Source: an optimization exercise on an open RTL-to-GDS flow (aim: small area and a short achievable clock period). Production flows keep margins and buffers that such runs may drop. In this exercise RTL edits were held to simulation tests only and were not proved equivalent to the original. The clock input has no modelled driver; a real chip could not lean on it and would need a root buffer or a full tree. No activity file was given, so power comes from the tool's default toggle rates.

$ cat design/flow/flow/invtree.tcl
read_db $::env(CTS_ODB)
set block [ord::get_db_block]

proc out_net {inst} {
  foreach it [$inst getITerms] { if {[$it isOutputSignal]} { return [$it getNet] } }
  return "NULL"
}
proc in_loads {net} {
  set r {}
  foreach it [$net getITerms] { if {[$it isInputSignal]} { lappend r $it } }
  return $r
}
proc is_clkbuf {inst} { return [string match "sky130_fd_sc_hd__clkbuf_*" [[$inst getMaster] getName]] }

set port_net [[$block findBTerm clk] getNet]
set loads [$port_net getITerms]
if {[llength $loads] != 1} { puts "clock port drives [llength $loads] pins: left as is"; exit 0 }
set root [[lindex $loads 0] getInst]
set root_net [out_net $root]
set mids [in_loads $root_net]
if {![is_clkbuf $root] || [llength $mids] > 4} { puts "root drives [llength $mids] pins: left as is"; exit 0 }
# every load of a first-level buffer must be a buffer, so both levels can be inverted
set leaves {}
foreach it $mids {
  set mid [$it getInst]
  if {![is_clkbuf $mid]} { puts "first level [$mid getName] is not a buffer: left as is"; exit 0 }
  set n [out_net $mid]
  if {$n eq "NULL"} { puts "first level [$mid getName] drives nothing: left as is"; exit 0 }
  foreach l [in_loads $n] {
    set li [$l getInst]
    # dummy loads that CTS added drive nothing; they stay as they are
    if {[out_net $li] eq "NULL"} { continue }
    if {![is_clkbuf $li]} { puts "[$li getName] under [$mid getName] is not a buffer: left as is"; exit 0 }
    lappend leaves $li
  }
}

proc to_inv {inst master_name} {
  set block [ord::get_db_block]
  set m [[ord::get_db] findMaster $master_name]
  set a [[$inst findITerm A] getNet]
  set x [[$inst findITerm X] getNet]
  set loc [$inst getLocation]
  set name [$inst getName]
  odb::dbInst_destroy $inst
  set n [odb::dbInst_create $block $m "${name}_inv"]
  $n setLocation [lindex $loc 0] [lindex $loc 1]
  $n setPlacementStatus PLACED
  [$n findITerm A] connect $a
  [$n findITerm Y] connect $x
  foreach it [$n getITerms] {
    set sig [[$it getMTerm] getSigType]
    if {$sig eq "POWER"} { $it connect [$block findNet VDD] }
    if {$sig eq "GROUND"} { $it connect [$block findNet VSS] }
  }
}

foreach it $mids { $it disconnect; $it connect $port_net }
odb::dbInst_destroy $root
odb::dbNet_destroy $root_net
puts "root buffer removed; clock port drives [llength $mids] pins"
set nleaf 0
foreach l $leaves {
  to_inv $l sky130_fd_sc_hd__clkinv_8
  incr nleaf
}
foreach it $mids { to_inv [$it getInst] sky130_fd_sc_hd__clkinv_16 }
puts "inverted [llength $mids] first-level and $nleaf second-level buffers"
detailed_placement
check_placement
write_db $::env(OUT_ODB)
$ cat design/flow/flow/run.sh
#!/bin/bash
# Standard layout, except for the clock tree: after CTS its root buffer is dropped, so the clock
# port drives the tree's first level (4 pins), and both remaining levels become inverters.
set -euo pipefail
here=$(pwd)
res=$here/orfs/results/sky130hd/frameReadout/base
bash standard.sh cts > standard_cts.log 2>&1
CTS_ODB=$res/4_cts.odb OUT_ODB=$res/4_cts.odb openroad -no_init -exit flow/invtree.tcl > invtree.log 2>&1
bash standard.sh finish > standard_finish.log 2>&1
$ cat design/flow/standard.sh
#!/bin/bash
# synth_recipe.tcl (not shown) runs the flow's synth.tcl, then flattens the netlist and writes it again
# the make line also repeats each setting of config.mk as NAME=value (left out here)
make -C /OpenROAD-flow-scripts/flow DESIGN_CONFIG=/design/flow/config.mk WORK_HOME=/design/flow/orfs CLKGATE_MAP_FILE= SYNTH_SCRIPT=/design/flow/synth_recipe.tcl "${@:-finish}"
$ cat design/flow/design.v
`default_nettype none
package frameReadoutPkg;
	localparam int NumChan = 5;
	localparam int FrameWords = 18;
	localparam int AdrWidth = 5;
	localparam int ChanWidth = 3;
	localparam int DataWidth = 8;
	localparam int RingA = 16;
	localparam int RingB = 2;
	localparam int SlotWidth = 8;
	localparam logic [SlotWidth-1:0] SlotFirst = 8'd199;  
	localparam logic [SlotWidth-1:0] SlotLast = 8'd166;   
	localparam logic [AdrWidth-1:0] WordLast = AdrWidth'(FrameWords - 1);
endpackage
`default_nettype wire
`timescale 1ns/1ns
`default_nettype none
module strobeSync (
	input logic clk,
	input logic rst,
	input logic [frameReadoutPkg::NumChan-1:0] strobe,
	input logic [frameReadoutPkg::NumChan-1:0] grant,
	output logic [frameReadoutPkg::NumChan-1:0] pending
);
	logic [frameReadoutPkg::NumChan-1:0] syncA;
	logic [frameReadoutPkg::NumChan-1:0] syncB;
	logic [frameReadoutPkg::NumChan-1:0] strobePrev;
	logic [frameReadoutPkg::NumChan-1:0] rise;
	assign rise = syncB & ~strobePrev;
	always_ff @(posedge clk or negedge rst) begin
		if (!rst) begin
			syncA <= '0;
			syncB <= '0;
			strobePrev <= '0;
			pending <= '0;
		end else begin
			syncA <= strobe;
			syncB <= syncA;
			strobePrev <= syncB;  
			pending <= (pending & ~grant) | rise;
		end
	end
endmodule
`default_nettype wire
`timescale 1ns/1ns
`default_nettype none
module readSequencer (
	input logic clk,
	input logic rst,
	input logic [frameReadoutPkg::NumChan-1:0] pending,
	output logic [frameReadoutPkg::NumChan-1:0] grant,
	output logic busy,
	output logic [frameReadoutPkg::SlotWidth-1:0] slotCnt,
	output logic [frameReadoutPkg::AdrWidth-1:0] wordCnt,
	output logic [frameReadoutPkg::NumChan-1:0] chanSel
);
	logic reading;
	logic busyOut;  
	logic frameEnd;
	logic [frameReadoutPkg::NumChan-1:0] lowest;
	logic slotEnd;
	assign lowest = pending & (~pending + 1'b1);
	assign grant = reading ? '0 : lowest;  
	assign busy = busyOut;
	assign slotEnd = (slotCnt == frameReadoutPkg::SlotLast);
	always_ff @(posedge clk or negedge rst) begin
		if (!rst) begin
			reading <= 1'b0;
		end else if (!reading) begin
			reading <= |pending;
		end else if (slotEnd && (wordCnt == frameReadoutPkg::WordLast)) begin
			reading <= 1'b0;  
		end
	end
	assign frameEnd = slotEnd && (wordCnt == frameReadoutPkg::WordLast);
	always_ff @(posedge clk or negedge rst) begin
		if (!rst) begin
			busyOut <= 1'b0;
		end else if (!busyOut) begin
			busyOut <= |pending;
		end else if (frameEnd) begin
			busyOut <= 1'b0;
		end
	end
	always_ff @(posedge clk) begin
		if (!reading) begin
			slotCnt <= frameReadoutPkg::SlotFirst;
			wordCnt <= '0;
			chanSel <= lowest;
		end else if (slotEnd) begin
			slotCnt <= frameReadoutPkg::SlotFirst;
			wordCnt <= wordCnt + 1'b1;
		end else begin
			slotCnt <= slotCnt + 1'b1;
		end
	end
endmodule
`default_nettype wire
`timescale 1ns/1ns
`default_nettype none
module frameBuffer (
	input logic clk,
	input logic wrEn,
	input logic [frameReadoutPkg::ChanWidth-1:0] wrChan,
	input logic [frameReadoutPkg::AdrWidth-1:0] wrAdr,
	input logic [frameReadoutPkg::DataWidth-1:0] wrData,
	input logic [frameReadoutPkg::NumChan-1:0] rdChan,  
	input logic [frameReadoutPkg::AdrWidth-1:0] rdAdr,
	input logic [frameReadoutPkg::SlotWidth-1:0] slotCnt,
	output logic [frameReadoutPkg::DataWidth-1:0] byteOutN  
);
	localparam int NC = frameReadoutPkg::NumChan;
	localparam int DW = frameReadoutPkg::DataWidth;
	localparam int RA = frameReadoutPkg::RingA;
	localparam int RB = frameReadoutPkg::RingB;
	logic [DW-1:0] ringA [NC][RA];
	logic [DW-1:0] ringB [NC][RB];
	logic [3:0] phase;
	logic [NC-1:0] wrSel;
	logic [NC-1:0] wrSelN;
	logic [3:0] posHi;
	logic [3:0] posHiN;
	logic [3:0] posLo;
	logic [3:0] posLoN;
	logic [RB-1:0] posB;
	logic [RB-1:0] posBN;
	logic [DW-1:0] wrByte;
	logic [DW-1:0] wrByteN;
	logic fwdHit;
	logic [DW-1:0] dataRegN;
	logic adrOk;
	logic [NC-1:0] chanDec;
	logic [3:0] adrLo;    
	logic [3:0] adrHi;    
	logic [3:0] phaseLo;  
	logic [3:0] phaseHi;  
	logic borrow;
	logic [3:0] hiSame;   
	logic [3:0] hiNext;
	logic [3:0] loNext;
	logic [RB-1:0] bNext;
	logic capPre;
	logic fwdWin;
	logic [NC-1:0] tapSelA;
	logic [NC-1:0] tapSelB;
	logic [DW-1:0] tapRawN;
	logic [DW-1:0] ring0 [NC][RA+RB];  
	logic [DW-1:0] ringD [NC][RA+RB];
	assign adrOk = ~wrAdr[4] | (wrAdr[3:1] == 3'd0);
	always_comb begin
		for (int c = 0; c < NC; c++) begin
			chanDec[c] = (wrChan == frameReadoutPkg::ChanWidth'(c));
		end
		for (int i = 0; i < 4; i++) begin
			adrLo[i] = (wrAdr[1:0] == 2'(i));
			adrHi[i] = (wrAdr[3:2] == 2'(i));
			phaseLo[i] = (phase[1:0] == 2'(i));
			phaseHi[i] = (phase[3:2] == 2'(i));
		end
	end
	always_comb begin
		borrow = 1'b0;
		for (int j = 0; j < 4; j++) begin
			for (int k = 0; k < j; k++) begin
				borrow = borrow | (adrLo[j] & phaseLo[k]);
			end
		end
		for (int i = 0; i < 4; i++) begin
			loNext[i] = 1'b0;
			hiSame[i] = 1'b0;
			for (int j = 0; j < 4; j++) begin
				loNext[i] = loNext[i] | (adrLo[j] & phaseLo[(j + i) % 4]);
				hiSame[i] = hiSame[i] | (adrHi[j] & phaseHi[(j + i) % 4]);
			end
		end
		for (int i = 0; i < 4; i++) begin
			hiNext[i] = ~wrAdr[4] & (borrow ? hiSame[(i + 1) % 4] : hiSame[i]);
		end
		for (int q = 0; q < RB; q++) begin
			bNext[q] = wrAdr[4] & ((wrAdr[0] ^ phase[0]) == 1'(q));
		end
	end
	assign capPre = slotCnt[7] & slotCnt[6] & (slotCnt[5] ^ slotCnt[4]);  
	assign fwdWin = capPre & ~(slotCnt == 8'd239);
	always_ff @(posedge clk) begin
		phase <= phase + 1'b1;
		wrSel <= chanDec & {NC{wrEn & adrOk}};
		wrSelN <= ~(chanDec & {NC{wrEn & adrOk}});
		posHi <= hiNext;
		posHiN <= ~hiNext;
		posLo <= loNext;
		posLoN <= ~loNext;
		posB <= bNext;
		posBN <= ~bNext;
		wrByte <= wrData;
		wrByteN <= ~wrData;
		fwdHit <= wrEn & fwdWin & ((chanDec & rdChan) != '0) & (wrAdr == rdAdr);
	end
	always_comb begin
		for (int c = 0; c < NC; c++) begin
			for (int p = 0; p < RA; p++) begin
				ring0[c][p] = ringA[c][p];
			end
			for (int q = 0; q < RB; q++) begin
				ring0[c][RA + q] = ringB[c][q];
			end
		end
	end
	for (genvar c = 0; c < NC; c++) begin : g_chan
		for (genvar p = 0; p < RA + RB; p++) begin : g_place
			logic hit;
			logic miss;
			logic [DW-1:0] prev;
			logic [DW-1:0] wr;
			if (p < RA) begin : g_a
				assign hit = wrSel[c] & posHi[p / 4] & posLo[p % 4];
				assign miss = wrSelN[c] | posHiN[p / 4] | posLoN[p % 4];
				assign prev = ring0[c][(p + RA - 1) % RA];
			end else begin : g_b
				assign hit = wrSel[c] & posB[p - RA];
				assign miss = wrSelN[c] | posBN[p - RA];
				assign prev = ring0[c][RA + ((p - RA) ^ 1)];
			end
			assign wr = (p % 2 == 1) ? wrByte : wrByteN;
			assign ringD[c][p] = ~((prev | {DW{hit}}) & ({DW{miss}} | wr));
		end
	end
	always_ff @(posedge clk) begin
		for (int c = 0; c < NC; c++) begin
			for (int p = 0; p < RA; p++) begin
				ringA[c][p] <= ringD[c][p];
			end
			for (int q = 0; q < RB; q++) begin
				ringB[c][q] <= ringD[c][RA + q];
			end
		end
	end
	always_ff @(posedge clk) begin
		tapSelA <= rdChan & {NC{capPre & ~rdAdr[4] & (rdAdr[3:0] == phase)}};
		tapSelB <= rdChan & {NC{capPre & rdAdr[4] & (rdAdr[0] == phase[0])}};
	end
	always_comb begin
		tapRawN = '0;
		for (int c = 0; c < NC; c++) begin
			tapRawN = tapRawN | (ringA[c][15] & {DW{tapSelA[c]}}) | (ringB[c][1] & {DW{tapSelB[c]}});
		end
	end
	always_ff @(posedge clk) begin
		if (fwdHit) begin
			dataRegN <= wrByteN;
		end else if ((tapSelA | tapSelB) != '0) begin
			dataRegN <= tapRawN;
		end
	end
	assign byteOutN = dataRegN;
endmodule
`default_nettype wire
`timescale 1ns/1ns
`default_nettype none
module uartTx (
	input logic clk,
	input logic rst,
	input logic reading,
	input logic [frameReadoutPkg::SlotWidth-1:0] slotCnt,
	input logic [frameReadoutPkg::DataWidth-1:0] byteInN,  
	output logic txd
);
	logic [3:0] bitNo;
	logic txdLow;  
	assign bitNo = slotCnt[7:4];
	always_ff @(posedge clk or negedge rst) begin
		if (!rst) begin
			txdLow <= 1'b0;  
		end else if (!reading) begin
			txdLow <= 1'b0;
		end else if (bitNo[3]) begin
			txdLow <= (bitNo == 4'd15);
		end else begin
			txdLow <= byteInN[bitNo[2:0]];  
		end
	end
	assign txd = ~txdLow;
endmodule
`default_nettype wire
`timescale 1ns/1ns
`default_nettype none
module frameReadout (
	input logic clk,
	input logic rst,
	input logic [frameReadoutPkg::NumChan-1:0] strobe,
	input logic wrEn,
	input logic [frameReadoutPkg::ChanWidth-1:0] wrChan,
	input logic [frameReadoutPkg::AdrWidth-1:0] wrAdr,
	input logic [frameReadoutPkg::DataWidth-1:0] wrData,
	output logic txd,
	output logic busy
);
	logic [frameReadoutPkg::NumChan-1:0] pending;
	logic [frameReadoutPkg::NumChan-1:0] grant;
	logic [frameReadoutPkg::DataWidth-1:0] byteOutN;
	logic [frameReadoutPkg::SlotWidth-1:0] slotCnt;
	logic [frameReadoutPkg::AdrWidth-1:0] wordCnt;
	logic [frameReadoutPkg::NumChan-1:0] chanSel;
	strobeSync i_strobeSync (
		.clk(clk),
		.rst(rst),
		.strobe(strobe),
		.grant(grant),
		.pending(pending)
	);
	readSequencer i_readSequencer (
		.clk(clk),
		.rst(rst),
		.pending(pending),
		.grant(grant),
		.busy(busy),
		.slotCnt(slotCnt),
		.wordCnt(wordCnt),
		.chanSel(chanSel)
	);
	frameBuffer i_frameBuffer (
		.clk(clk),
		.wrEn(wrEn),
		.wrChan(wrChan),
		.wrAdr(wrAdr),
		.wrData(wrData),
		.rdChan(chanSel),
		.rdAdr(wordCnt),
		.slotCnt(slotCnt),
		.byteOutN(byteOutN)
	);
	uartTx i_uartTx (
		.clk(clk),
		.rst(rst),
		.reading(busy),
		.slotCnt(slotCnt),
		.byteInN(byteOutN),
		.txd(txd)
	);
endmodule
`default_nettype wire
$ cat design/flow/constraint.sdc
create_clock -name core_clock -period 5.0 [get_ports {clk}]
set_input_delay 1.0000 -clock core_clock [delete_from_list [all_inputs] [get_ports {clk}]]
set_output_delay 1.0000 -clock core_clock [all_outputs]
set_load 0.01 [all_outputs]
$ cat design/flow/config.mk
export PLATFORM = sky130hd
export DESIGN_NAME = frameReadout
export DESIGN_NICKNAME = frameReadout
export VERILOG_FILES = /design/flow/design.v
export SDC_FILE = /design/flow/constraint.sdc
export NUM_CORES = 4
export LEC_CHECK = 0
export CAP_MARGIN = 20
export CORE_MARGIN = 2
export CORE_UTILIZATION = 70
export CTS_BUF_LIST = sky130_fd_sc_hd__clkbuf_16
export CTS_CLUSTER_DIAMETER = 60
export CTS_CLUSTER_SIZE = 30
export SETUP_SLACK_MARGIN = 3.3
export SLEW_MARGIN = 20
==> results of run 1 <==
what timing repair did:
action | CTS | global route
resized for setup | 32 | 53
setup endpoints to repair | 199 | 163
setup buffers | 1 | 2
hold endpoints to repair | 0 | 0
pin swaps | 1 | 8
power groups by stage:
| stage | logic [mW] | registers (mW) | clock network [mW] |
|---|---|---|---|
| floorplan | 0.615 | 7.40 | 0 |
| global placement | 0.809 | 7.56 | 0 |
| detailed placement | 0.833 | 7.57 | 0 |
| CTS | 0.850 | 7.43 | 3.93 |
| finish | 0.889 | 7.46 | 3.10 |
| global route | 0.953 | 7.49 | 3.36 |
how the worst max path moves through the flow:
stage                                   end  slack [ns]  depth (start not counted)
CTS                                    busy        2.86                          1
global placement    i_frameBuffer.posHiN[0]        2.42                          5
finish              i_frameBuffer.wrSelN[4]        3.19                          4
detailed placement  i_frameBuffer.posHiN[0]        2.38                          5
global route        i_frameBuffer.wrSelN[4]        3.15                          4
floorplan           i_frameBuffer.wrSelN[4]        3.10                          4
worst register-to-register path, cell delays in order (launching register included):
cell,delay (ns)
dfxtp_1,0.99
or3_1,0.43
o22ai_1,0.15
flip-flops by register name (all words and copies together) (netlist names), 5 cells and up:
| register | flops |
|---|---|
| i_frameBuffer.wrSelN | 5 |
| i_strobeSync.pending | 5 |
| i_readSequencer.slotCnt | 8 |
| i_frameBuffer.wrByte | 8 |
| i_frameBuffer.wrSel | 5 |
| i_readSequencer.wordCnt | 5 |
| i_readSequencer.chanSel | 5 |
| i_frameBuffer.dataRegN | 8 |
| i_frameBuffer.ringB | 80 |
| i_frameBuffer.ringA | 640 |
| i_strobeSync.strobePrev | 5 |
| i_frameBuffer.tapSelB | 5 |
| i_frameBuffer.tapSelA | 5 |
| i_strobeSync.syncB | 5 |
| i_strobeSync.syncA | 5 |
| i_frameBuffer.wrByteN | 8 |
through the flow:
step | hold slack [ns] | setup slack [ns] | power (mW) | instances | util [%]
after floorplan | 0.3312 | 3.096 | 8.012 | 2319 | -
after global placement | 0.3314 | 2.421 | 8.368 | 2504 | 70.87
after detailed placement | 0.3364 | 2.381 | 8.400 | 2504 | 70.87
after CTS | 0.3579 | 2.864 | 12.21 | 2570 | 74.70
after global routing | 0.3631 | 3.154 | 11.81 | 2572 | 74.15
final | 0.3572 | 3.191 | 11.44 | 2575 | 74.17
per-layer routing:
layer | wire (microns) | GRT usage (%)
met5 | 0 | 0
met4 | 2682 | 14.08
met3 | 7148 | 6.028
met2 | 31170 | 55.83
met1 | 28680 | 50.29
synthesized netlist by cell type, types with 2 or more instances:
cell type / instances
nor3_1: 6
dfxtp_1: 794
buf_1: 6
mux2_2: 11
nand2_1: 24
xnor2_1: 17
a31o_2: 2
edfxtp_1: 13
o21a_1: 4
inv_1: 33
nor2_1: 19
a22o_1: 8
and3_1: 85
a31oi_1: 2
o22ai_1: 720
nand4_1: 10
clkbuf_2: 36
a221oi_1: 8
nor2b_1: 3
o21ai_0: 14
xor2_1: 9
and2_1: 22
buf_2: 7
nand3_1: 5
mux2i_1: 4
nand2b_1: 4
a21oi_1: 6
or2_2: 12
dfrtp_1: 23
nor4_1: 3
a21o_1: 2
ha_1: 10
mux4_2: 2
a22oi_1: 24
clkbuf_1: 270
or3_1: 81
final cells by class:
type | count | area share (%)
Inverter | 72 | 3.021
Tap cell | 461 | 2.176
Clock inverter | 24 | 1.185
Clock buffer | 2 | 0.1888
Antenna cell | 4 | 0.03776
Multi-Input combinational cell | 1134 | 28.07
Sequential cell | 830 | 63.79
Timing Repair Buffer | 48 | 1.539
logic make-up (layout without fill, tap and decap cells):
logic type               count (synthesis)  in the layout  synth area share (%)
AND/OR/NAND/NOR                        284            284                 6.588
XOR/XNOR                                26             26                0.8908
other                                    0              4                     0
adder cells (fa/ha/maj)                 10             10                0.4895
buffers and inverters                  355            146                 5.467
multiplexers                            17             17                0.8174
AO/OA/AOI/OAI                          797            797                 19.79
flip-flops                             830            830                 65.96
==> run notes, run 1 <==
status -> no timing/DRC/antenna violations
Worst EP arrival -> 1.94 ns
clock sinks -> 830
Async SR Flop Fraction -> 2.771%
worst-case clock skew -> 0.04618 ns
synth top area cells -> dfxtp_1 (62%), o22ai_1 (18%), clkbuf_1 (4.0%)
Worst-path clk slew -> 0.10 ns
Antenna Violating Nets Remaining -> 0
register area share after synthesis -> 65.96%
Clock Power Share -> 27.1%
area of the multi-input gates -> 0.007441 sq mm
dpl hpwl -> 37320 microns
sequential cell fraction of total power -> 65.2%
Hold Path End -> i_strobeSync.syncB[0]
most frequent cells in the layout -> dfxtp_1 (765), o22ai_1 (720), and3_1 (85)
total grt overflow -> 0
hold buffer count at CTS -> 0
clk latency of the worst-skew pair -> 0.28 ns
CP max-delay cell -> or3b_4
WS Path Type -> in2reg
RSZ-0062 raised after global routing -> true
core area -> 0.03574 sq mm
Slew headroom -> 33.03%
vias -> 18104
share of the synthesized area in the top cell type -> 62.18%
layout cell share with drive strength beyond 1 -> 8.199%
Die Ht -> 195.1 microns
first-pass GRT wire length -> 104600 microns
largest area contributor in the netlist -> dfxtp_1
detailed-router iteration count before antenna repair -> 5
Slew @ Worst Pin -> 1.003 ns
capture point of the worst reg-to-reg path -> i_frameBuffer.ringA[45][3]
final critical-path required period -> 1.809 ns
die area -> 0.03806 sq mm
Layout area overhead -> 3.705%
initial DRC count -> 2099
vias in the first global route -> 17419
io pins -> 26
PwrDens -> 431.7 mW/mm^2
Peak Freq -> 552.8 MHz
nets -> 2120
EDFF count, synth -> 13
critical path's top delay family -> simple AND/OR/NAND/NOR gates
critical path's largest stage delay -> 0.43 ns
Yosys cell types -> 56
final-report setup violation count -> 0
MaxCap Viol Count -> 0
IO buf count -> 25
worst hold start -> i_strobeSync.syncA[0]
routability cong. -> 0.9267
Top FF cell, synth -> dfxtp_1
Setup crit start -> wrAdr[1]
Reg2Reg Setup Slack -> 3.32 ns
Critical Path Source Type -> primary input
TNS Setup -> 0 ns
fin crit share -> 36.18%
register bit total from synthesis -> 830
mapped cell area -> 0.02556 sq mm
CP endpoint kind -> flip-flop
CP Cell Sequence -> buf_12 -> o31ai_4 -> nand3b_1 -> or3b_4
sw frac -> 28.55%
peak supply drop -> 0.0003040 V
Initial Util -> 71.52%
Mean Syn Cell Area -> 11.02 sq um
final hold violation count -> 0
worst reg2reg path depth -> 2
final wirelength -> 69680 microns
combinational power share -> 7.8%
initial antenna violation count -> 1
syn_nets -> 2353
WP buf/inv -> 1
Reg area -> 0.01691 sq mm
worst-path maximum fanout -> 7
Placed Area -> 0.02533 sq mm
net load switching power -> 3.267 mW
internal power -> 8.176 mW
worst endpoint required time -> 5.13 ns
Wirelength per Cell -> 27.06 microns
vias per cell -> 7.031
HP Class -> reg2reg
RR Startpoint -> i_frameBuffer.posHiN[3]
total track usage -> 35.78%
row count -> 69
largest net degree at the start of global routing -> 47
most common cell after layout, fill and taps aside -> dfxtp_1
Residual DRC -> 0
synthesized instance count -> 2319
Non-Filler Cell Area, Final -> 0.02651 sq mm
fill count -> 2511
width of the die -> 195.1 microns
Hold Path Stages -> 0
max-slew violations -> 0
YS warnings -> 8
static leakage -> 10.33 nW
==> run 2: changes to the inputs <==
--- a/design/flow/config.mk
+++ b/design/flow/config.mk
@@ -8,5 +8,5 @@
 export CAP_MARGIN = 20
 export CORE_MARGIN = 2
-export CORE_UTILIZATION = 70
+export CORE_UTILIZATION = 55
 export CTS_BUF_LIST = sky130_fd_sc_hd__clkbuf_16
 export CTS_CLUSTER_DIAMETER = 60
==> run 2 against run 1 <==
- sequential share of layout area shrank 0.95 points
- sequential power is essentially flat
- first-iteration DRC count shrank 19%
- register-to-register slack is essentially flat
- utilization shrank 15 points
- largest power group unchanged
==> run notes, run 2 <==
status -> no timing/DRC/antenna violations
WS Path Type -> reg2out
largest area contributor in the netlist -> dfxtp_1
RSZ-0062 raised after global routing -> true
post-synthesis simple-gate area fraction -> 6.588%
register area share after synthesis -> 65.96%
Async SR Flop Fraction -> 2.771%
worst-path maximum fanout -> 2
final wirelength -> 73490 microns
count leader, synth -> dfxtp_1
fill count -> 3855
mux cell area share after synthesis -> 0.8174%
ant diodes -> 0
EDFF count, synth -> 13
Place WS -> 2.339 ns
clk latency of the worst-skew pair -> 0.31 ns
register bit total from synthesis -> 830
crit path to -> busy
total track usage -> 30.31%
Layout area overhead -> 5.296%
share of the synthesized area in the top cell type -> 62.18%
Wirelength per Cell -> 26.94 microns
Final WS setup -> 3.163 ns
RR Startpoint -> i_frameBuffer.wrSel[2]
Top reg by flops -> i_frameBuffer.ringA
Synth Area in Compound Gates -> 19.79%
syn_nets -> 2353
Top FF cell, synth -> dfxtp_1
critical path's top delay family -> flip-flops
PwrDens -> 439.4 mW/mm^2
worst-case clock skew -> 0.03088 ns
hold buffer count at CTS -> 0
synth top area cells -> dfxtp_1 (62%), o22ai_1 (18%), clkbuf_1 (4.0%)
Reg2Reg Setup Slack -> 3.33 ns
Mean Syn Cell Area -> 11.02 sq um
CP max-delay cell -> dfrtp_1
final hold violation count -> 0
max FFs per register -> 640
Peak Freq -> 544.3 MHz
Yosys cell types -> 56
capture point of the worst reg-to-reg path -> i_frameBuffer.ringA[45][4]
Slew @ Worst Pin -> 0.9828 ns
vias -> 17777
synthesized instance count -> 2319
die area -> 0.04822 sq mm
vias in the first global route -> 17368
initial antenna violation count -> 3
worst reg2reg path depth -> 2
io pins -> 26
Die Ht -> 219.6 microns
largest net degree at the start of global routing -> 47
xor/xnor share of the synthesized area -> 0.8908%
layout cell share with drive strength beyond 1 -> 8.647%
Top Registers -> i_frameBuffer.ringA (640), i_frameBuffer.ringB (80)
Worst EP arrival -> 0.84 ns
initial DRC count -> 1701
core area -> 0.04567 sq mm
dpl hpwl -> 39830 microns
Residual DRC -> 0
TNS Setup -> 0 ns
mapped cell area -> 0.02556 sq mm
Setup crit start -> i_readSequencer.busyOut
width of the die -> 219.6 microns
vias per cell -> 6.516
static leakage -> 10.44 nW
routability cong. -> 0.8704
Initial Util -> 55.97%
clock sinks -> 830
Placed Area -> 0.02549 sq mm
Slew headroom -> 34.48%
IO buf count -> 25
worst endpoint required time -> 4.00 ns
WP buf/inv -> 1
Non-Filler Cell Area, Final -> 0.02692 sq mm
Crit. path cell count -> 1
max-slew violations -> 0
CP endpoint kind -> output pin
largest family of logic cells by synthesized area -> compound AO/OA/AOI/OAI gates
Worst-path clk slew -> 0.10 ns
HP Class -> reg2reg
peak supply drop -> 0.0003404 V
nets -> 2126
final critical-path required period -> 1.837 ns
Antenna Violating Nets Remaining -> 0
MaxCap Viol Count -> 0
adder-cell share of the synthesized area -> 0.4895%
most frequent cells in the layout -> dfxtp_1 (764), o22ai_1 (720), and3_1 (85)
final-report setup violation count -> 0
row count -> 78
CP Cell Sequence -> buf_2
fin crit share -> 36.75%
critical path's largest stage delay -> 0.40 ns
Critical Path Source Type -> flip-flop
detailed-router iteration count before antenna repair -> 5
YS warnings -> 8
top post-synthesis cells by count -> dfxtp_1 (794), o22ai_1 (720), clkbuf_1 (270), and3_1 (85), or3_1 (81)
first-pass GRT wire length -> 109300 microns
most common cell after layout, fill and taps aside -> dfxtp_1
total grt overflow -> 0
==> run 2: cell counts after synthesis <==
Identical to the previous run, type by type.
==> run 2: timing repair <==
| item | in CTS | in global routing |
|---|---|---|
| buffers inserted | 1 | 4 |
| pin swaps | 0 | 4 |
| endpoints found under the setup margin | 273 | 344 |
| resized for setup | 26 | 44 |
| endpoints found under the hold margin | 0 | 0 |
==> run 2: cell type report <==
| type | instances | area [sq um] | share of cell area (%) |
|---|---|---|---|
| inverter | 78 | 898.4 | 3.338 |
| timing repair buffer | 48 | 419.2 | 1.557 |
| multi-input combinational | 1134 | 7398 | 27.49 |
| clock buffer | 3 | 75.07 | 0.2789 |
| clock inverter | 35 | 461.7 | 1.715 |
| tap | 600 | 750.7 | 2.789 |
| sequential | 830 | 16910 | 62.84 |
==> run 2: how the worst min path moves through the flow <==
stage / endpoint / cells past startpoint / start
floorplan: i_strobeSync.syncB[0] / 0 / i_strobeSync.syncA[0]
global placement: i_strobeSync.syncB[0] / 0 / i_strobeSync.syncA[0]
detailed placement: i_strobeSync.syncB[1] / 0 / i_strobeSync.syncA[1]
CTS: i_strobeSync.syncB[1] / 0 / i_strobeSync.syncA[1]
global route: i_strobeSync.syncB[1] / 0 / i_strobeSync.syncA[1]
finish: i_strobeSync.syncB[1] / 0 / i_strobeSync.syncA[1]
==> run 2: power breakdown <==
group          leakage (nW)  switching (mW)  internal, mW
sequential             7.05           0.360          7.12
combinational          2.82           0.474         0.376
clock                 0.582            2.69         0.811
total                  10.4            3.52          8.30
==> run 2: logic make-up after synthesis <==
group / Yosys count
multiplexers: 17
adder cells (fa/ha/maj): 10
flip-flops: 830
XOR/XNOR: 26
AO/OA/AOI/OAI: 797
buffers and inverters: 355
AND/OR/NAND/NOR: 284
==> run 2: metal layers <==
metal / GRT usage [%] / share of wire, %
met1: 43.04 / 44
met2: 45.79 / 44
met3: 6.473 / 9.5
met4: 10.81 / 3.1
met5: 0 / 0.057
==> run 2: metrics by stage <==
stage / hold WS [ns] / instances / power, mW / util [%]
6_report: 0.3597 / 2728 / 11.83 / 58.93
5_1_grt: 0.3654 / 2728 / 12.27 / 58.93
4_1_cts: 0.3610 / 2725 / 12.81 / 59.52
3_5_place_dp: 0.3395 / 2641 / 8.416 / 55.82
3_3_place_gp: 0.3339 / 2641 / 8.402 / 55.82
2_1_floorplan: 0.3312 / 2319 / 8.012 / -
==> run 3: changes to the inputs <==
--- a/design/flow/config.mk
+++ b/design/flow/config.mk
@@ -8,5 +8,5 @@
 export CAP_MARGIN = 20
 export CORE_MARGIN = 2
-export CORE_UTILIZATION = 55
+export CORE_UTILIZATION = 40
 export CTS_BUF_LIST = sky130_fd_sc_hd__clkbuf_16
 export CTS_CLUSTER_DIAMETER = 60
@@ -14,2 +14,3 @@
 export SETUP_SLACK_MARGIN = 3.3
 export SLEW_MARGIN = 20
+export TNS_END_PERCENT = 5
==> run 3 against run 2 <==
- sequential power rose by 0.5%
- cell count grew 9.0%
- clock power shrank 1%
- hold slack improved by 0.00061 ns
- non-clock buffer count fell by 1
- routed wire length grew 2.0%
- largest cell class unchanged
- largest power group unchanged
==> run notes, run 3 <==
total grt overflow -> 0
dpl hpwl -> 40920 microns
core area -> 0.06308 sq mm
most common cell after layout, fill and taps aside -> dfxtp_1
CP endpoint kind -> flip-flop
largest area contributor in the netlist -> dfxtp_1
TNS Setup -> 0 ns
Worst EP arrival -> 2.03 ns
Wirelength per Cell -> 25.20 microns
worst-path maximum fanout -> 24
layout cell share with drive strength beyond 1 -> 8.325%
worst-case clock skew -> 0.04013 ns
Antenna Violating Nets Remaining -> 0
vias -> 18075
register area share after synthesis -> 65.96%
EDFF count, synth -> 13
final-report setup violation count -> 0
YS warnings -> 8
die area -> 0.06595 sq mm
row count -> 92
PwrDens -> 433.0 mW/mm^2
hold buffer count at CTS -> 0
clock sinks -> 830
Top Layer Used -> met4
Top reg by flops -> i_frameBuffer.ringA
Layout area overhead -> 6.407%
Critical Path Source Type -> flip-flop
register bit total from synthesis -> 830
Top FF cell, synth -> dfxtp_1
Initial Util -> 40.52%
width of the die -> 256.8 microns
final wirelength -> 74930 microns
Placed Area -> 0.02579 sq mm
fin crit share -> 36.95%
largest net degree at the start of global routing -> 47
share of the synthesized area in the top cell type -> 62.18%
fin cells -> 2974
RSZ-0062 raised after global routing -> true
final hold violation count -> 0
static leakage -> 10.42 nW
Worst-path clk slew -> 0.12 ns
vias per cell -> 6.078
Slew headroom -> 26.23%
placed cell count -> 2886
status -> no timing/DRC/antenna violations
initial DRC count -> 1849
synthesized instance count -> 2319
metal3 WL -> 6821 microns
first-pass GRT wire length -> 111500 microns
fill count -> 5955
M1 wire length -> 32470 microns
vias in the first global route -> 17816
Slew @ Worst Pin -> 1.105 ns
count leader, synth -> dfxtp_1
Die Ht -> 256.8 microns
MaxCap Viol Count -> 0
routed wl met2 -> 33210 microns
worst endpoint required time -> 5.19 ns
clk latency of the worst-skew pair -> 0.32 ns
syn_nets -> 2353
Non-Filler Cell Area, Final -> 0.02720 sq mm
total track usage -> 21.92%
Peak Freq -> 541.3 MHz
Mean Syn Cell Area -> 11.02 sq um
most frequent cells in the layout -> dfxtp_1 (770), o22ai_1 (720), and3_1 (85)
WS Path Type -> reg2reg
HP Class -> reg2reg
nets -> 2125
initial antenna violation count -> 6
top post-synthesis cells by count -> dfxtp_1 (794), o22ai_1 (720), clkbuf_1 (270), and3_1 (85), or3_1 (81)
Yosys cell types -> 56
max-slew violations -> 0
Residual DRC -> 0
mapped cell area -> 0.02556 sq mm
max FFs per register -> 640
routability cong. -> 0.8610
Top Registers -> i_frameBuffer.ringA (640), i_frameBuffer.ringB (80)
synth top area cells -> dfxtp_1 (62%), o22ai_1 (18%), clkbuf_1 (4.0%)
Async SR Flop Fraction -> 2.771%
io pins -> 26
peak supply drop -> 0.0003355 V
detailed-router iteration count before antenna repair -> 6
IO buf count -> 25
final critical-path required period -> 1.848 ns
run 3: routing by layer:
metal / vias up / global-route usage [%]
met1: 8864 / 30.98
met2: 903 / 33.62
li1: 8125 / -
met4: 0 / 7.171
met5: - / 0
met3: 183 / 4.320
run 3: where the power goes:
group	switching, mW	internal [mW]
sequential	0.404	7.11
combinational	0.439	0.368
clock	2.76	0.698
total	3.60	8.18
run 3: through the flow:
step | utilization (%) | worst slack (ns) | power, mW | hold WS, ns
2_1_floorplan | - | 3.096 | 8.011 | 0.3312
3_3_place_gp | 40.89 | 2.412 | 8.410 | 0.3337
3_5_place_dp | 40.89 | 2.393 | 8.429 | 0.3419
4_1_cts | 43.49 | 2.818 | 12.76 | 0.3620
5_1_grt | 43.12 | 3.118 | 12.20 | 0.3646
6_report | 43.12 | 3.152 | 11.78 | 0.3603
run 3: repair_timing:
| item | in CTS | in global routing |
|---|---|---|
| pin swaps | 0 | 8 |
| gates resized for setup | 17 | 49 |
| setup buffers | 1 | 4 |
| endpoints found under the setup margin | 533 | 432 |
| endpoints found under the hold margin | 0 | 0 |
run 3: worst paths after layout:
| path | from | end | slack [ns] | cells past startpoint |
|---|---|---|---|---|
| min in group asynchronous | rst | i_uartTx.txdLow | 0.66 | 1 |
| min | i_strobeSync.syncA[0] | i_strobeSync.syncB[0] | 0.36 | 0 |
| min reg2reg | i_strobeSync.syncA[0] | i_strobeSync.syncB[0] | 0.36 | 0 |
| max | i_frameBuffer.wrByteN[2] | i_frameBuffer.dataRegN[2] | 3.15 | 2 |
| max reg2reg | i_frameBuffer.wrByteN[2] | i_frameBuffer.dataRegN[2] | 3.15 | 2 |
| max in group asynchronous | rst | i_strobeSync.syncB[3] | 4.01 | 1 |
run 3: critical path, stage by stage (launching register included):
cell and delay (ns):
dfxtp_2 0.91, buf_4 0.54, mux2_2 0.24
run 3: cells by family after synthesis:
group / synth area share (%)
multiplexers: 0.8174
AO/OA/AOI/OAI: 19.79
adder cells (fa/ha/maj): 0.4895
AND/OR/NAND/NOR: 6.588
flip-flops: 65.96
buffers and inverters: 5.467
XOR/XNOR: 0.8908
run 3: layout make-up:
class	instances	area (sq um)	area share, %
Sequential cell	830	16910	62.18
Multi-Input combinational cell	1134	7382	27.14
Tap cell	846	1059	3.891
Inverter	78	898.4	3.303
Clock inverter	34	449.2	1.651
Timing Repair Buffer	47	419.2	1.541
Clock buffer	3	75.07	0.2760
Antenna cell	2	5.005	0.01840
==> run 4: changes to the inputs <==
--- a/design/flow/config.mk
+++ b/design/flow/config.mk
@@ -14,3 +14,3 @@
 export SETUP_SLACK_MARGIN = 3.3
 export SLEW_MARGIN = 20
-export TNS_END_PERCENT = 5
+export TNS_END_PERCENT = 20
==> run 4 against run 3 <==
- sequential share of layout area is essentially flat
- global-route usage shrank 0.15 points
- count of clock-buffer cells in the layout shrank 2
- first-iteration DRC count shrank 12%
- highest routed layer unchanged
- sequential power is essentially flat
- via count shrank 0.22%
==> run notes, run 4 <==
status -> no timing/DRC/antenna violations
Initial Util -> 40.52%
count leader, synth -> dfxtp_1
width of the die -> 256.8 microns
CP Cell Sequence -> buf_4 -> mux2_2
HP Class -> reg2reg
total track usage -> 21.77%
CP max-delay cell -> dfxtp_2
nets -> 2126
Worst-path clk slew -> 0.11 ns
synth top area cells -> dfxtp_1 (62%), o22ai_1 (18%), clkbuf_1 (4.0%)
worst-path maximum fanout -> 29
Core Util, Final -> 43.13%
clk latency of the worst-skew pair -> 0.32 ns
worst endpoint required time -> 5.16 ns
max-slew violations -> 0
Hold Path End -> i_strobeSync.syncB[0]
Top FF cell, synth -> dfxtp_1
YS warnings -> 8
worst-case clock skew -> 0.04650 ns
detailed-router iteration count before antenna repair -> 5
Die Ht -> 256.8 microns
Worst EP arrival -> 1.97 ns
MaxCap Viol Count -> 0
Yosys cell types -> 56
peak supply drop -> 0.0003773 V
dpl hpwl -> 40320 microns
Antenna Violating Nets Remaining -> 0
Async SR Flop Fraction -> 2.771%
final-report setup violation count -> 0
static leakage -> 10.43 nW
vias per cell -> 6.067
final wirelength -> 74330 microns
total grt overflow -> 0
register area share after synthesis -> 65.96%
Hold Path Stages -> 0
core area -> 0.06308 sq mm
layout cell share with drive strength beyond 1 -> 8.380%
Residual DRC -> 0
Slew headroom -> 35.08%
Place WS -> 2.408 ns
Mean Syn Cell Area -> 11.02 sq um
RSZ-0062 raised after global routing -> true
worst reg2reg path depth -> 2
WS Path Type -> reg2reg
hold buffer count at CTS -> 0
register bit total from synthesis -> 830
Peak Freq -> 552.4 MHz
final critical-path required period -> 1.810 ns
Critical Path Source Type -> flip-flop
first-pass GRT wire length -> 110500 microns
Slew @ Worst Pin -> 0.9738 ns
most common cell after layout, fill and taps aside -> dfxtp_1
IO buf count -> 25
RR Startpoint -> i_frameBuffer.wrByteN[4]
routability cong. -> 0.8476
CP endpoint kind -> flip-flop
die area -> 0.06595 sq mm
worst hold start -> i_strobeSync.syncA[0]
fill count -> 5953
row count -> 92
final hold violation count -> 0
EDFF count, synth -> 13
top post-synthesis cells by count -> dfxtp_1 (794), o22ai_1 (720), clkbuf_1 (270), and3_1 (85), or3_1 (81)
initial DRC count -> 1631
vias in the first global route -> 17723
clock sinks -> 830
most frequent cells in the layout -> dfxtp_1 (767), o22ai_1 (720), and3_1 (85)
vias -> 18036
Non-Filler Cell Area, Final -> 0.02721 sq mm
TNS Setup -> 0 ns
Final Power -> 11.74 mW
Layout area overhead -> 6.436%
syn_nets -> 2353
synthesized instance count -> 2319
PwrDens -> 431.5 mW/mm^2
io pins -> 26
Final WS setup -> 3.190 ns
Placed Area -> 0.02582 sq mm
fin crit share -> 36.21%
share of the synthesized area in the top cell type -> 62.18%
critical path's largest stage delay -> 0.76 ns
Top reg by flops -> i_frameBuffer.ringA
Top Registers -> i_frameBuffer.ringA (640), i_frameBuffer.ringB (80)
largest net degree at the start of global routing -> 47
initial antenna violation count -> 5
max FFs per register -> 640
Wirelength per Cell -> 25.00 microns
capture point of the worst reg-to-reg path -> i_frameBuffer.dataRegN[4]
largest area contributor in the netlist -> dfxtp_1
Reg2Reg Setup Slack -> 3.19 ns
mapped cell area -> 0.02556 sq mm
[run 4: timing repair]
action | CTS | global route
pin swaps | 0 | 8
endpoints found under the setup margin | 531 | 254
resized for setup | 24 | 52
setup buffers | 1 | 2
endpoints found under the hold margin | 0 | 0
[run 4: cell families after synthesis]
| logic type | share of synthesized area [%] |
|---|---|
| adder cells (fa/ha/maj) | 0.4895 |
| flip-flops | 65.96 |
| multiplexers | 0.8174 |
| buffers and inverters | 5.467 |
| XOR/XNOR | 0.8908 |
| AND/OR/NAND/NOR | 6.588 |
| AO/OA/AOI/OAI | 19.79 |
[run 4: layout make-up]
cell class | instances | area (sq um) | area share (%)
well taps | 846 | 1059 | 3.890
repair buffers | 49 | 434.2 | 1.596
clock inverters | 33 | 486.7 | 1.789
multi-input cells | 1134 | 7397 | 27.19
diodes | 3 | 7.507 | 0.02759
flip-flops and latches | 830 | 16920 | 62.18
clock buffers | 1 | 25.02 | 0.09197
inverters | 77 | 882.1 | 3.242
[run 4: how the worst max path moves through the flow]
stage                                   startpoint                   endpoint  slack, ns  cells after the start
after global routing               i_uartTx.txdLow                        txd       3.11                      2
final                     i_frameBuffer.wrByteN[4]  i_frameBuffer.dataRegN[4]       3.19                      2
after global placement                    wrAdr[0]     i_frameBuffer.posLo[0]       2.42                      4
after detailed placement                  wrAdr[0]    i_frameBuffer.posHiN[2]       2.41                      5
after floorplan                           wrAdr[1]    i_frameBuffer.wrSelN[4]       3.10                      4
after CTS                          i_uartTx.txdLow                        txd       2.83                      2
[run 4: power breakdown]
group          leakage, nW  internal, mW  switching, mW
registers             7.05          7.12          0.369
logic                 2.83         0.367          0.479
clock network        0.548         0.712           2.70
total                 10.4          8.20           3.55
[run 4: layer usage]
| layer | part of all wire, % | up-vias | wire [microns] | GRT usage (%) |
|---|---|---|---|---|
| met1 | 43 | 8784 | 31970 | 31.29 |
| met4 | 3.0 | 0 | 2257 | 7.413 |
| li1 | - | 8138 | - | - |
| met3 | 10 | 174 | 7467 | 3.994 |
| met5 | 0 | - | 0 | 0 |
| met2 | 44 | 940 | 32640 | 32.87 |
[run 4: worst max-delay path, delay by kind of cell, from the launching register on]
kind	cells	cell delay, ns
multiplexers	1	0.27
flip-flops	1	0.76
buffers and inverters	1	0.60
[run 4: metrics by stage]
stage	cells	hold WS (ns)
5_1_grt	2971	0.3620
2_1_floorplan	2319	0.3312
6_report	2973	0.3561
3_3_place_gp	2890	0.3335
4_1_cts	2969	0.3588
3_5_place_dp	2890	0.3355
==> run 5: changes to the inputs <==
--- a/design/flow/config.mk
+++ b/design/flow/config.mk
@@ -12,5 +12,5 @@
 export CTS_CLUSTER_DIAMETER = 60
 export CTS_CLUSTER_SIZE = 30
+export PLACE_DENSITY = 0.75
 export SETUP_SLACK_MARGIN = 3.3
 export SLEW_MARGIN = 20
-export TNS_END_PERCENT = 20
==> run 5 against run 4 <==
- via count grew 1.9%
- first-iteration DRC count increased by 36%
- design area shrank 0.44%
- sequential cell count is the same
- fmax down 0.23%
- synthesized area unchanged
- power shrank 1.3%
- highest routed layer unchanged
==> run notes, run 5 <==
Setup crit start -> i_uartTx.txdLow
Crit. path cell count -> 2
worst-path maximum fanout -> 1
Top Registers -> i_frameBuffer.ringA (640), i_frameBuffer.ringB (80)
width of the die -> 256.8 microns
total track usage -> 20.95%
final wirelength -> 72200 microns
count leader, synth -> dfxtp_1
critical path's top delay family -> flip-flops
fill count -> 5785
io pins -> 26
internal power -> 8.118 mW
Async SR Flop Fraction -> 2.771%
row count -> 92
layout cell share with drive strength beyond 1 -> 8.318%
TNS Setup -> 0 ns
MaxCap Viol Count -> 0
final-report setup violation count -> 0
crit path to -> txd
Antenna Violating Nets Remaining -> 0
Slew @ Worst Pin -> 0.8990 ns
detailed-router iteration count before antenna repair -> 5
synthesized instance count -> 2319
initial DRC count -> 2214
status -> no timing/DRC/antenna violations
Residual DRC -> 0
Worst-path clk slew -> 0.10 ns
HP Class -> reg2reg
peak supply drop -> 0.0003306 V
critical path's largest stage delay -> 0.37 ns
vias per cell -> 6.200
mapped cell area -> 0.02556 sq mm
vias -> 18371
Mean Syn Cell Area -> 11.02 sq um
CP Cell Sequence -> inv_1 -> buf_2
Wirelength per Cell -> 24.37 microns
largest net degree at the start of global routing -> 47
Peak Freq -> 551.1 MHz
max FFs per register -> 640
register bit total from synthesis -> 830
share of the synthesized area in the top cell type -> 62.18%
Layout area overhead -> 5.971%
WP buf/inv -> 2
Top FF cell, synth -> dfxtp_1
Worst EP arrival -> 0.81 ns
Initial Util -> 40.52%
Top reg by flops -> i_frameBuffer.ringA
capture point of the worst reg-to-reg path -> i_frameBuffer.posHiN[2]
Critical Path Source Type -> flip-flop
Clock Power Share -> 28.0%
initial antenna violation count -> 1
static leakage -> 10.37 nW
RSZ-0062 raised after global routing -> true
worst-case clock skew -> 0.06522 ns
most common cell after layout, fill and taps aside -> dfxtp_1
register area share after synthesis -> 65.96%
worst endpoint required time -> 4.00 ns
top post-synthesis cells by count -> dfxtp_1 (794), o22ai_1 (720), clkbuf_1 (270), and3_1 (85), or3_1 (81)
clk latency of the worst-skew pair -> 0.31 ns
Reg2Reg Setup Slack -> 3.31 ns
YS warnings -> 8
Yosys cell types -> 56
sw frac -> 29.97%
RR Startpoint -> i_frameBuffer.phase[0]
net load switching power -> 3.475 mW
routability cong. -> 0.9288
Slew headroom -> 40.06%
dpl hpwl -> 39360 microns
core area -> 0.06308 sq mm
CP endpoint kind -> output pin
max-slew violations -> 0
largest area contributor in the netlist -> dfxtp_1
CP max-delay cell -> dfrtp_1
PwrDens -> 427.9 mW/mm^2
die area -> 0.06595 sq mm
clock sinks -> 830
synth top area cells -> dfxtp_1 (62%), o22ai_1 (18%), clkbuf_1 (4.0%)
worst reg2reg path depth -> 6
sequential cell fraction of total power -> 64.6%
final critical-path required period -> 1.815 ns
combinational power share -> 7.4%
WS Path Type -> reg2out
Die Ht -> 256.8 microns
EDFF count, synth -> 13
vias in the first global route -> 18029
nets -> 2121
final hold violation count -> 0
first-pass GRT wire length -> 108200 microns
total grt overflow -> 0
fin crit share -> 36.29%
syn_nets -> 2353
most frequent cells in the layout -> dfxtp_1 (764), o22ai_1 (720), and3_1 (85)
Core Util, Final -> 42.94%
IO buf count -> 25
==> run 5: cell counts after synthesis <==
No cell type changed its count.
==> run 5: per-layer routing <==
metal	routed length, microns	up-vias	part of all wire [%]	global-route usage [%]
li1	-	8111	-	-
met1	28650	8795	40	28.28
met2	31900	1225	44	32.25
met3	8139	240	11	4.004
met4	3516	0	4.9	10.22
met5	0	-	0	0
==> run 5: kinds of logic (layout without fill, tap and decap cells) <==
logic type / Yosys count / count (layout) / share of synthesized area, %
AO/OA/AOI/OAI: 797 / 797 / 19.79
XOR/XNOR: 26 / 26 / 0.8908
adder cells (fa/ha/maj): 10 / 10 / 0.4895
buffers and inverters: 355 / 152 / 5.467
flip-flops: 830 / 830 / 65.96
multiplexers: 17 / 17 / 0.8174
other: 0 / 1 / 0
AND/OR/NAND/NOR: 284 / 284 / 6.588
==> run 5: cell type report <==
class                   instances  area, sq um  area share, %
diodes                          1        2.502       0.009237
clock buffers                   1        25.02        0.09237
clock inverters                30        405.4          1.496
inverters                      75        849.6          3.136
multi-input cells            1134         7427          27.42
flip-flops and latches        830        16920          62.46
well taps                     846         1059          3.907
repair buffers                 46        400.4          1.478
==> run 5: metrics by stage <==
stage / cells / power [mW] / instance area [sq um] / hold WS, ns / worst slack, ns
floorplan: 2319 / 8.012 / 25610 / 0.3312 / 3.096
global placement: 2887 / 8.370 / 25800 / 0.3356 / 2.448
detailed placement: 2887 / 8.411 / 25800 / 0.3372 / 2.323
CTS: 2961 / 12.44 / 27300 / 0.3598 / 2.841
global route: 2962 / 11.94 / 27090 / 0.3718 / 3.140
finish: 2963 / 11.59 / 27090 / 0.3577 / 3.185
==> run 5: worst reg2reg max path, stage by stage, from the launching register on <==
cell and delay, ns:
dfxtp_4 0.42, inv_1 0.09, ha_1 0.29, o21ai_2 0.23
o21a_1 0.22, nand2_1 0.10, a31o_2 0.25
==> run 5: worst min-delay path by stage <==
| stage | depth (start not counted) | slack, ns | end | start |
|---|---|---|---|---|
| after floorplan | 0 | 0.33 | i_strobeSync.syncB[0] | i_strobeSync.syncA[0] |
| after global placement | 0 | 0.34 | i_strobeSync.syncB[0] | i_strobeSync.syncA[0] |
| after detailed placement | 0 | 0.34 | i_strobeSync.syncB[0] | i_strobeSync.syncA[0] |
| after CTS | 0 | 0.36 | i_strobeSync.syncB[0] | i_strobeSync.syncA[0] |
| after global routing | 1 | 0.37 | i_frameBuffer.ringA[23][4] | i_frameBuffer.ringA[22][4] |
| final | 0 | 0.36 | i_strobeSync.syncB[0] | i_strobeSync.syncA[0] |
==> run 5: repair_timing <==
action | CTS | global route
hold buffers | 0 | 0
resized for setup | 35 | 54
buffers inserted | 1 | 2
pin swaps | 1 | 6
setup endpoints to repair | 501 | 108
cloned | 0 | 0
==> run 5: power groups by stage <==
stage | sequential, mW | combinational [mW] | clock (mW)
2_1_floorplan | 7.40 | 0.615 | 0
3_3_place_gp | 7.59 | 0.783 | 0
3_5_place_dp | 7.60 | 0.812 | 0
4_1_cts | 7.46 | 0.819 | 4.16
5_1_grt | 7.52 | 0.913 | 3.51
6_report | 7.48 | 0.860 | 3.25
==> run 6: changes to the inputs <==
--- a/design/flow/config.mk
+++ b/design/flow/config.mk
@@ -12,5 +12,4 @@
 export CTS_CLUSTER_DIAMETER = 60
 export CTS_CLUSTER_SIZE = 30
-export PLACE_DENSITY = 0.75
 export SETUP_SLACK_MARGIN = 3.3
 export SLEW_MARGIN = 20
==> run 6 against run 5 <==
- clock power decreased by 2%
- first-iteration DRC count grew 5.5%
- non-clock buffer count is 3 lower
- sequential power increased by 0.7%
- count of clock-buffer cells in the layout is the same
- combinational power down 7.9%
- clock skew shrank 0.031 ns
- setup slack better by 0.012 ns
- cell count barely moved
- sequential share of layout area increased by 0.12 points
- critical endpoint unchanged
==> run notes, run 6 <==
io pins -> 26
detailed-router iteration count before antenna repair -> 6
nets -> 2120
Setup crit start -> i_uartTx.txdLow
Wirelength per Cell -> 25.25 microns
Place WS -> 2.365 ns
Yosys cell types -> 56
Top Registers -> i_frameBuffer.ringA (640), i_frameBuffer.ringB (80)
die area -> 0.06595 sq mm
ant diodes -> 0
critical path's top delay family -> flip-flops
RR Startpoint -> i_frameBuffer.wrByteN[7]
Antenna Violating Nets Remaining -> 0
synthesized instance count -> 2319
Reg2Reg Setup Slack -> 3.32 ns
MaxCap Viol Count -> 0
WS Path Type -> reg2out
status -> no timing/DRC/antenna violations
Top FF cell, synth -> dfxtp_1
CP endpoint kind -> output pin
Placed Area -> 0.02579 sq mm
capture point of the worst reg-to-reg path -> i_frameBuffer.dataRegN[7]
row count -> 92
width of the die -> 256.8 microns
Peak Freq -> 554.8 MHz
vias per cell -> 6.049
worst-path maximum fanout -> 1
Worst-path clk slew -> 0.09 ns
syn_nets -> 2353
vias in the first global route -> 17722
static leakage -> 10.33 nW
final critical-path required period -> 1.803 ns
mapped cell area -> 0.02556 sq mm
hold buffer count at CTS -> 0
Die Ht -> 256.8 microns
layout cell share with drive strength beyond 1 -> 8.365%
share of the synthesized area in the top cell type -> 62.18%
vias -> 17917
largest net degree at the start of global routing -> 47
Initial Util -> 40.52%
IO buf count -> 25
peak supply drop -> 0.0003497 V
Final WS setup -> 3.198 ns
worst reg2reg path depth -> 2
top post-synthesis cells by count -> dfxtp_1 (794), o22ai_1 (720), clkbuf_1 (270), and3_1 (85), or3_1 (81)
Residual DRC -> 0
register bit total from synthesis -> 830
EDFF count, synth -> 13
RSZ-0062 raised after global routing -> true
final wirelength -> 74780 microns
initial DRC count -> 2336
largest area contributor in the netlist -> dfxtp_1
PwrDens -> 425.8 mW/mm^2
total track usage -> 22.00%
worst endpoint required time -> 4.00 ns
WP buf/inv -> 2
clock sinks -> 830
initial antenna violation count -> 3
clk latency of the worst-skew pair -> 0.30 ns
Non-Filler Cell Area, Final -> 0.02705 sq mm
synth top area cells -> dfxtp_1 (62%), o22ai_1 (18%), clkbuf_1 (4.0%)
Slew @ Worst Pin -> 0.9577 ns
count leader, synth -> dfxtp_1
max FFs per register -> 640
Worst EP arrival -> 0.80 ns
most frequent cells in the layout -> dfxtp_1 (764), o22ai_1 (720), and3_1 (85)
Slew headroom -> 36.15%
YS warnings -> 8
final-report setup violation count -> 0
Async SR Flop Fraction -> 2.771%
Mean Syn Cell Area -> 11.02 sq um
final hold violation count -> 0
max-slew violations -> 0
CP max-delay cell -> dfrtp_1
Layout area overhead -> 5.825%
Crit. path cell count -> 2
CP Cell Sequence -> inv_1 -> buf_6
register area share after synthesis -> 65.96%
TNS Setup -> 0 ns
critical path's largest stage delay -> 0.37 ns
Core Util, Final -> 42.89%
total grt overflow -> 0
Critical Path Source Type -> flip-flop
routability cong. -> 0.8744
most common cell after layout, fill and taps aside -> dfxtp_1
worst-case clock skew -> 0.03411 ns
core area -> 0.06308 sq mm
first-pass GRT wire length -> 111400 microns
dpl hpwl -> 40460 microns
Top reg by flops -> i_frameBuffer.ringA
crit path to -> txd
fin crit share -> 36.05%
HP Class -> reg2reg
==> run 6: cell counts after synthesis <==
No cell type changed its count.
==> run 6: area by class of cell <==
type | count | area, sq um
clock buffers | 1 | 25.02
clock inverters | 31 | 359.1
fillers | 5928 | 36030
inverters | 77 | 882.1
multi-input cells | 1134 | 7401
flip-flops and latches | 830 | 16930
well taps | 846 | 1059
repair buffers | 43 | 395.4
==> run 6: timing repair <==
item / 4_1_cts / 5_1_grt
pin swaps: 0 / 13
setup buffers: 1 / 2
resized for setup: 30 / 51
setup endpoints to repair: 492 / 35
gates cloned: 0 / 0
==> run 6: cell families (layout without fill, tap and decap cells) <==
logic type               Yosys count  count (layout)  share of synthesized area [%]
multiplexers                      17              17                         0.8174
XOR/XNOR                          26              26                         0.8908
adder cells (fa/ha/maj)           10              10                         0.4895
AND/OR/NAND/NOR                  284             284                          6.588
AO/OA/AOI/OAI                    797             797                          19.79
buffers and inverters            355             152                          5.467
flip-flops                       830             830                          65.96
==> run 6: per-layer routing <==
layer | routed length (microns) | track usage [%] | vias up
li1 | - | - | 8130
met1 | 32480 | 30.77 | 8706
met2 | 33090 | 34.02 | 887
met3 | 6539 | 3.994 | 194
met4 | 2674 | 8.010 | 0
met5 | 0 | 0 | -
==> run 6: worst min path at each step <==
| stage | start | end | slack [ns] | cells past startpoint |
|---|---|---|---|---|
| global placement | i_strobeSync.syncA[1] | i_strobeSync.syncB[1] | 0.34 | 0 |
| finish | i_strobeSync.syncA[4] | i_strobeSync.syncB[4] | 0.35 | 0 |
| detailed placement | i_strobeSync.syncA[0] | i_strobeSync.syncB[0] | 0.34 | 0 |
| global route | i_strobeSync.syncA[4] | i_strobeSync.syncB[4] | 0.37 | 0 |
| floorplan | i_strobeSync.syncA[0] | i_strobeSync.syncB[0] | 0.33 | 0 |
| CTS | i_strobeSync.syncA[0] | i_strobeSync.syncB[0] | 0.36 | 0 |
==> run 6: worst reg2reg max path: cells and delay by family, from the launching register on <==
kind     cells  cell delay, ns
flops        1            0.79
buf+inv      1            0.44
mux          1            0.29
==> run 6: metrics by stage <==
stage	cells	hold WS, ns	total power, mW
2_1_floorplan	2319	0.3312	8.012
3_3_place_gp	2884	0.3354	8.412
3_5_place_dp	2884	0.3355	8.424
4_1_cts	2961	0.3556	12.48
5_1_grt	2962	0.3664	11.96
6_report	2962	0.3544	11.52
==> run 6: where the power goes <==
group	switching (mW)	internal, mW
sequential	0.419	7.12
combinational	0.424	0.368
clock	2.62	0.570
total	3.46	8.05
==> run 7: changes to the inputs <==
--- a/design/flow/config.mk
+++ b/design/flow/config.mk
@@ -6,9 +6,10 @@
 export NUM_CORES = 4
 export LEC_CHECK = 0
+export ABC_AREA = 1
 export CAP_MARGIN = 20
 export CORE_MARGIN = 2
 export CORE_UTILIZATION = 40
 export CTS_BUF_LIST = sky130_fd_sc_hd__clkbuf_16
-export CTS_CLUSTER_DIAMETER = 60
+export CTS_CLUSTER_DIAMETER = 70
 export CTS_CLUSTER_SIZE = 30
 export SETUP_SLACK_MARGIN = 3.3
==> run 7 against run 6 <==
- non-clock buffer count increased by 4
- sequential cell count unchanged
- power decreased by 2.9%
- count of clock-buffer cells in the layout increased by 1
- first-iteration DRC count decreased by 23%
- setup slack got worse by 0.040 ns
- routed wire length decreased by 3.4%
- largest power group unchanged
- highest routed layer unchanged
==> run notes, run 7 <==
status -> no timing/DRC/antenna violations
CP Cell Sequence -> inv_1 -> buf_2
Mean Syn Cell Area -> 10.63 sq um
Antenna Violating Nets Remaining -> 0
Peak Freq -> 542.8 MHz
io pins -> 26
syn_nets -> 2361
Die Ht -> 252.7 microns
Synth Area in Compound Gates -> 19.45%
IO buf count -> 25
core area -> 0.06148 sq mm
nets -> 2337
largest net degree at the start of global routing -> 47
Wirelength per Cell -> 23.15 microns
most frequent cells in the layout -> dfxtp_1 (773), o22ai_1 (728), nand2_1 (262)
vias in the first global route -> 17921
max-slew violations -> 0
width of the die -> 252.7 microns
Layout area overhead -> 8.875%
share of the synthesized area in the top cell type -> 64.24%
Final WS setup -> 3.158 ns
top post-synthesis cells by count -> dfxtp_1 (794), o22ai_1 (728), nand2_1 (268), nor2_1 (124), inv_1 (105)
Residual DRC -> 0
detailed-router iteration count before antenna repair -> 5
total grt overflow -> 0
synthesized instance count -> 2327
register area share after synthesis -> 68.15%
final hold violation count -> 0
mapped cell area -> 0.02474 sq mm
Slew headroom -> 37.50%
first-pass GRT wire length -> 109400 microns
Top reg by flops -> i_frameBuffer.ringA
total track usage -> 22.31%
clock sinks -> 830
CP endpoint kind -> output pin
HP Class -> reg2reg
CP max-delay cell -> dfrtp_1
PwrDens -> 415.0 mW/mm^2
critical path's largest stage delay -> 0.39 ns
die area -> 0.06386 sq mm
Async SR Flop Fraction -> 2.771%
layout cell share with drive strength beyond 1 -> 7.979%
Top FF cell, synth -> dfxtp_1
mux cell area share after synthesis -> 0%
vias -> 18234
Initial Util -> 40.24%
fin crit share -> 36.85%
Yosys cell types -> 34
WP buf/inv -> 2
routability cong. -> 0.8852
register bit total from synthesis -> 830
Worst-path clk slew -> 0.11 ns
Top Registers -> i_frameBuffer.ringA (640), i_frameBuffer.ringB (80)
Place WS -> 2.436 ns
EDFF count, synth -> 13
final-report setup violation count -> 0
TNS Setup -> 0 ns
final critical-path required period -> 1.842 ns
synth top area cells -> dfxtp_1 (64%), o22ai_1 (18%), nand2_1 (4.1%)
Slew @ Worst Pin -> 0.9375 ns
WS Path Type -> reg2out
MaxCap Viol Count -> 0
YS warnings -> 8
Critical Path Source Type -> flip-flop
hold buffer count at CTS -> 0
critical path's top delay family -> flip-flops
Worst EP arrival -> 0.84 ns
max FFs per register -> 640
vias per cell -> 5.842
static leakage -> 10.79 nW
row count -> 91
ant diodes -> 0
peak supply drop -> 0.0003162 V
most common cell after layout, fill and taps aside -> dfxtp_1
dpl hpwl -> 39980 microns
clk latency of the worst-skew pair -> 0.30 ns
initial DRC count -> 1805
adder-cell share of the synthesized area -> 0.5057%
post-synthesis simple-gate area fraction -> 8.030%
worst-case clock skew -> 0.04730 ns
xor/xnor share of the synthesized area -> 0.3894%
largest family of logic cells by synthesized area -> compound AO/OA/AOI/OAI gates
initial antenna violation count -> 0
count leader, synth -> dfxtp_1
largest area contributor in the netlist -> dfxtp_1
worst endpoint required time -> 4.00 ns
RSZ-0062 raised after global routing -> true
worst-path maximum fanout -> 1
final wirelength -> 72260 microns
[run 7: worst reg2reg max path: cells and delay by family (launching register included)]
kind	cells	cell delay, ns
flops	1	0.59
buf+inv	2	0.72
compound gates	1	0.26
[run 7: cell type report]
cell class	instances	area, sq um
Tap cell	790	988.4
Fill cell	5798	34550
Inverter	153	1126
Timing Repair Buffer	47	394.1
Multi-Input combinational cell	1271	7159
Clock buffer	2	50.05
Sequential cell	830	16910
Clock inverter	28	315.3
[run 7: what timing repair did]
| action | CTS | global route |
|---|---|---|
| endpoints found under the hold margin | 0 | 0 |
| pin swaps | 2 | 3 |
| endpoints found under the setup margin | 382 | 185 |
| resized for setup | 18 | 62 |
| setup buffers | 1 | 3 |
| gates cloned | 0 | 0 |
[run 7: final timing paths]
path,from,endpoint,slack [ns],cells past startpoint
max,i_uartTx.txdLow,txd,3.16,2
max in group asynchronous,rst,i_strobeSync.syncA[3],3.60,1
max reg2reg,i_frameBuffer.wrByteN[4],i_frameBuffer.dataRegN[4],3.28,3
min,i_strobeSync.syncA[2],i_strobeSync.syncB[2],0.35,0
min reg2reg,i_strobeSync.syncA[2],i_strobeSync.syncB[2],0.35,0
min in group asynchronous,rst,i_strobeSync.pending[3],0.82,1
[run 7: logic make-up (layout without fill, tap and decap cells)]
family | Yosys count | count (layout)
flops | 830 | 830
compound gates | 777 | 777
simple gates | 473 | 473
buf+inv | 226 | 230
xor+xnor | 11 | 11
fa+ha+maj | 10 | 10
[run 7: power by group]
group	switching, mW	leakage, nW	internal, mW
clock network	2.52	0.468	0.598
logic	0.385	3.28	0.316
registers	0.286	7.05	7.08
total	3.19	10.8	7.99
[run 7: metal layers]
| layer | wire length (microns) | share of wire (%) | global-route usage (%) |
|---|---|---|---|
| met1 | 31770 | 44 | 30.80 |
| met2 | 33000 | 46 | 36.15 |
| met3 | 5273 | 7.3 | 3.563 |
| met4 | 2214 | 3.1 | 6.391 |
| met5 | 0 | 0 | 0 |
[run 7: through the flow]
step           total power, mW  util (%)  hold WS (ns)  std cells  instance area (sq um)
2_1_floorplan            7.833         -        0.3312       2327                  24770
3_3_place_gp             8.122     41.85        0.3317       3048                  25730
3_5_place_dp             8.141     41.85        0.3356       3048                  25730
4_1_cts                  12.02     44.09        0.3510       3119                  27110
5_1_grt                  11.59     43.81        0.3596       3121                  26940
6_report                 11.18     43.81        0.3486       3121                  26940

## static timing again, ports no longer ideal
In the flow no input, the clock included, has a driving cell. The finished layouts below were timed again as built, in two steps. Step 1: set_driving_cell puts a clkbuf_16 on clk and a buf_2 on each other input, an assumption about the parent block. Step 2 adds t to the input delays and takes it off the output delays; t is the mean of the earliest and latest rising clock arrival at the registers after step 1. Input paths then give back, and output paths get back, about the clock's delay inside the block. Slacks: ideal ports / drivers / drivers and shift; pairs: ideal ports / drivers.
run | t, ns | setup slack, ns | worst setup path after step 2 | worst register clock-pin slew, ns | worst slew at a driven data input, ns
run 1 | 0.502 | 3.191 / 2.964 / 2.884 | input to register | 0.11 / 0.12 | 0.06
run 2 | 0.546 | 3.163 / 2.907 / 2.903 | input to register | 0.11 / 0.12 | 0.06
run 3 | 0.547 | 3.152 / 2.934 / 2.900 | input to register | 0.12 / 0.12 | 0.06
run 4 | 0.543 | 3.190 / 2.947 / 2.911 | input to register | 0.12 / 0.12 | 0.07
run 5 | 0.532 | 3.185 / 2.934 / 2.925 | input to register | 0.12 / 0.12 | 0.06
run 6 | 0.538 | 3.198 / 2.942 / 2.917 | input to register | 0.11 / 0.12 | 0.06
run 7 | 0.532 | 3.158 / 2.900 / 3.042 | input to register | 0.12 / 0.12 | 0.04
After both steps setup and hold are still met in every run listed. For run 1, which loses most, drivers alone change the setup slack by -0.227 ns; drivers and shift together by -0.307 ns.
